This is an optimization exercise on Yosys and OpenROAD, whose aim is small area, a short achievable clock period and few clock cycles, not a production implementation.
At most, simulation tests tie the RTL to the original design; equivalence was not proved.
Power figures rest on the tool's default switching activity, not on a simulated workload.

Design pot_oversample_ema_hysteresis_top, start of the top module:
module pot_oversample_ema_hysteresis_top (
    input  logic                              clk,
    input  logic                              rst_n,
    input  logic                              in_valid,
    output logic                              in_ready,
    input  logic [14:0]                       in_req,
    output logic                              out_valid,
    input  logic                              out_ready,
    output logic [18:0]                       out_req,
    input  logic                              cfg_write,
    input  logic [pot_ema_pkg::CFG_IDX_W-1:0] cfg_index,
    input  logic [pot_ema_pkg::CFG_W-1:0]     cfg_data
);
    pot_ema_pkg::cfg_t cfg;
    pot_ema_pkg::in_t  in_req_s;
    pot_ema_pkg::out_t out_req_s;
    assign in_req_s = in_req;
    assign out_req  = out_req_s;
    logic        hold;
    logic        push;
    logic [2:0]  push_ch;
    logic [2:0]  rd_ch;
    logic [15:0] rd_level;
    pot_ema_cfg u_cfg (
        .clk       (clk),
        .rst_n     (rst_n),
        .cfg_write (cfg_write),
        .cfg_index (cfg_index),
        .cfg_data  (cfg_data),
        .cfg       (cfg)
    );
    pot_ema_core u_core (
        .clk       (clk),
        .rst_n     (rst_n),
        .in_valid  (in_valid),
  ...
export LEC_CHECK = 0
export CAP_MARGIN = 20
export CORE_MARGIN = 2
export CORE_UTILIZATION = 65
export CTS_CLUSTER_DIAMETER = 100
export CTS_CLUSTER_SIZE = 30
export SLEW_MARGIN = 20
create_clock -name core_clock -period 20.0 [get_ports {clk}]
standard.sh (not shown) runs the stock make flow with config.mk's settings and CLKGATE_MAP_FILE= SYNTH_SCRIPT=/design/flow/synth_recipe.tcl, a recipe that flattens the netlist after the stock synthesis.
==> flow/flow/run.sh <==
#!/bin/bash
set -euo pipefail
bash standard.sh finish "BUFFER_PORTS_ARGS=-buffer_cell sky130_fd_sc_hd__buf_2" SETUP_SLACK_MARGIN=15 > standard_flow.log 2>&1
The baseline finished with timing, DRC and antenna clean.
Rerun with:
==> flow/flow/run.sh (replaced) <==
#!/bin/bash
set -euo pipefail
bash standard.sh finish "BUFFER_PORTS_ARGS=-buffer_cell sky130_fd_sc_hd__buf_2" > standard_flow.log 2>&1
Power is about the same. Register-to-register slack got worse by 0.44 ns. Global-route usage came out higher by 0.48 points. Synthesized area does not change. Wire length came out higher slightly. Cell count stays flat. Die area is unchanged. Fmax came out lower slightly. Clock skew came out higher by 0.010 ns. Setup slack got worse by 0.059 ns. Via count came out higher slightly.
No run of this note included a check of the RTL's function; only the layout flow was run.

Another version of the RTL of pot_oversample_ema_hysteresis_top (not shown whole).
Size: ~58 I/O pins, about 28,000 sq um of cells after synthesis.
clock: 20.0 ns
lec_check: 0
abc_clock_period_in_ps: 4000
cap_margin: 20
core_margin: 2
core_utilization: 40
setup_slack_margin: 5
slew_margin: 20
run.sh (not shown) runs the stock make flow with config.mk's settings and CLKGATE_MAP_FILE= SYNTH_SCRIPT=/design/flow/synth_recipe.tcl, a recipe that flattens the netlist after the stock synthesis.
Stock flow here: none of the scripts above is used.
The first run completed with no timing, DRC or antenna violations.
==> next run, changes <==
ABC_CLOCK_PERIOD_IN_PS = default   (was 4000)
SETUP_SLACK_MARGIN = default   (was 5)
After rerunning:
- The new run produced a clean layout
- sequential cell count does not change
- cell area stays the same
- wire length does not change
- combinational power stays flat
- non-clock buffer count stays the same
- power does not change
- setup slack is unchanged
- die area is unchanged
- synthesized area stays the same
- clock power is about the same
No run of this note included a check of the RTL's function; only the layout flow was run.

Another version of the RTL of pot_oversample_ema_hysteresis_top (not shown whole).
Size in the first run: ~610 flip-flops, ~58 I/O pins, roughly 27000 µm² of cells after synthesis.
Design pot_oversample_ema_hysteresis_top, start of the top module:
module pot_oversample_ema_hysteresis_top (
    input  logic                              clk,
    input  logic                              rst_n,
    input  logic                              in_valid,
    output logic                              in_ready,
    input  logic [14:0]                       in_req,
    output logic                              out_valid,
    input  logic                              out_ready,
    output logic [18:0]                       out_req,
    input  logic                              cfg_write,
    input  logic [pot_ema_pkg::CFG_IDX_W-1:0] cfg_index,
    input  logic [pot_ema_pkg::CFG_W-1:0]     cfg_data
);
export LEC_CHECK = 0
export CAP_MARGIN = 20
export CORE_MARGIN = 2
export CORE_UTILIZATION = 65
export CTS_CLUSTER_DIAMETER = 100
export CTS_CLUSTER_SIZE = 30
export SLEW_MARGIN = 20
create_clock -name core_clock -period 20.0 [get_ports {clk}]
standard.sh (not shown) runs the stock make flow with config.mk's settings and CLKGATE_MAP_FILE= SYNTH_SCRIPT=/design/flow/synth_recipe.tcl, a recipe that flattens the netlist after the stock synthesis.
==> flow/flow/run.sh <==
#!/bin/bash
set -euo pipefail
bash standard.sh finish "BUFFER_PORTS_ARGS=-buffer_cell sky130_fd_sc_hd__buf_2" \
  "CTS_ARGS=-sink_clustering_enable -repair_clock_nets -sink_clustering_size 30 -sink_clustering_max_diameter 100 -distance_between_buffers 400 -branching_point_buffers_distance 400" \
  > standard_flow.log 2>&1
The baseline ran to the end with no violations.
Testbench counts at the start, summed over its fixed seeds: cycles 32,848.
Then changed:
==> flow/run.sh (new file) <==
#!/bin/bash
# synth_recipe.tcl (not shown) runs the flow's synth.tcl, then flattens the netlist and writes it again
# the make line also repeats each setting of config.mk as NAME=value (left out here)
make -C /OpenROAD-flow-scripts/flow DESIGN_CONFIG=/design/flow/config.mk WORK_HOME=/design/flow/orfs CLKGATE_MAP_FILE= SYNTH_SCRIPT=/design/flow/synth_recipe.tcl finish
--- a/flow/config.mk
+++ b/flow/config.mk
@@ -9,5 +9,3 @@
 export CORE_MARGIN = 2
 export CORE_UTILIZATION = 65
-export CTS_CLUSTER_DIAMETER = 100
-export CTS_CLUSTER_SIZE = 30
 export SLEW_MARGIN = 20
removed: flow/flow/run.sh
removed: flow/standard.sh
The changed run passed the timing, design-rule and antenna checks.
Setup slack loses 410 ps.
Register-to-register slack is worse by 60 ps.
Sequential share of layout area goes down by 2.6 points.
Via count grows by 2.1%.
Worst hold slack is worse by 17 ps.
Routed wire length goes up by 2.7%.
Global-route usage is higher by 0.69 points.
Then changed:
==> flow/flow/run.sh (new file) <==
#!/bin/bash
set -euo pipefail
bash standard.sh finish "BUFFER_PORTS_ARGS=-buffer_cell sky130_fd_sc_hd__buf_2" > standard_flow.log 2>&1
==> flow/standard.sh (new file) <==
#!/bin/bash
# synth_recipe.tcl (not shown) runs the flow's synth.tcl, then flattens the netlist and writes it again
# the make line also repeats each setting of config.mk as NAME=value (left out here)
make -C /OpenROAD-flow-scripts/flow DESIGN_CONFIG=/design/flow/config.mk WORK_HOME=/design/flow/orfs CLKGATE_MAP_FILE= SYNTH_SCRIPT=/design/flow/synth_recipe.tcl "${@:-finish}"
--- a/flow/config.mk
+++ b/flow/config.mk
@@ -8,4 +8,6 @@
 export CAP_MARGIN = 20
 export CORE_MARGIN = 2
-export CORE_UTILIZATION = 65
+export CORE_UTILIZATION = 75
+export CTS_CLUSTER_DIAMETER = 100
+export CTS_CLUSTER_SIZE = 30
 export SLEW_MARGIN = 20
removed: flow/run.sh
Result:
- The new run produced a clean layout
- die area decreases by 13%
- first-iteration DRC count increases by 11%
- clock-buffer cell count decreases by 48
- non-clock buffer count increases by 2
- wire length decreases by 3.1%
- setup slack gains 440 ps
- final area decreases by 6.0%
- maximum frequency increases by 8.5%
- global-route usage increases by 3.2 points

-- separate check: timing with driven ports --
The results above use ideal ports. As a check the final layouts listed here were re-extracted and re-timed, cells and wires unchanged.
Step 1 (the two cells are an assumption about what drives the block):
set clk [get_ports {clk}]
set_driving_cell -lib_cell sky130_fd_sc_hd__clkbuf_16 $clk
set_driving_cell -lib_cell sky130_fd_sc_hd__buf_2 [delete_from_list [all_inputs] $clk]
Step 2 moves the port delays by t, midway between the first and last clock arrival at a register: inputs arrive t later, outputs are due t later. That takes back most of the time a late clock gives input paths.
Three values: ideal ports, drivers, drivers and shift; two values: the first two.
| run | t (ns) | slack for setup (ns) | worst setup path after step 2 | clock arrival spread, ns | worst slew at a driven data input, ns |
|---|---|---|---|---|---|
| the first run of note 1 | 0.639 | 14.847 / 14.789 / 14.538 | input to register | 0.031 / 0.031 | 0.05 |
| the second run of note 1 | 0.644 | 14.788 / 14.729 / 14.481 | input to register | 0.042 / 0.042 | 0.04 |
| the first run of note 2 | 0.682 | 13.025 / 13.025 / 13.025 | register to register | 0.024 / 0.025 | 0.04 |
| the second run of note 2 | 0.682 | 13.025 / 13.025 / 13.025 | register to register | 0.024 / 0.025 | 0.04 |
| the first run of note 3 | 0.646 | 14.822 / 14.763 / 14.594 | input to register | 0.016 / 0.016 | 0.06 |
| the second run of note 3 | 0.672 | 14.410 / 14.354 / 14.190 | input to register | 0.021 / 0.020 | 0.05 |
| the third run of note 3 | 0.633 | 14.846 / 14.792 / 14.586 | input to register | 0.039 / 0.039 | 0.04 |
After both steps setup and hold are still met in every run listed. For the first run of note 1, which loses most, drivers alone change the setup slack by -0.058 ns; drivers and shift together by -0.309 ns.
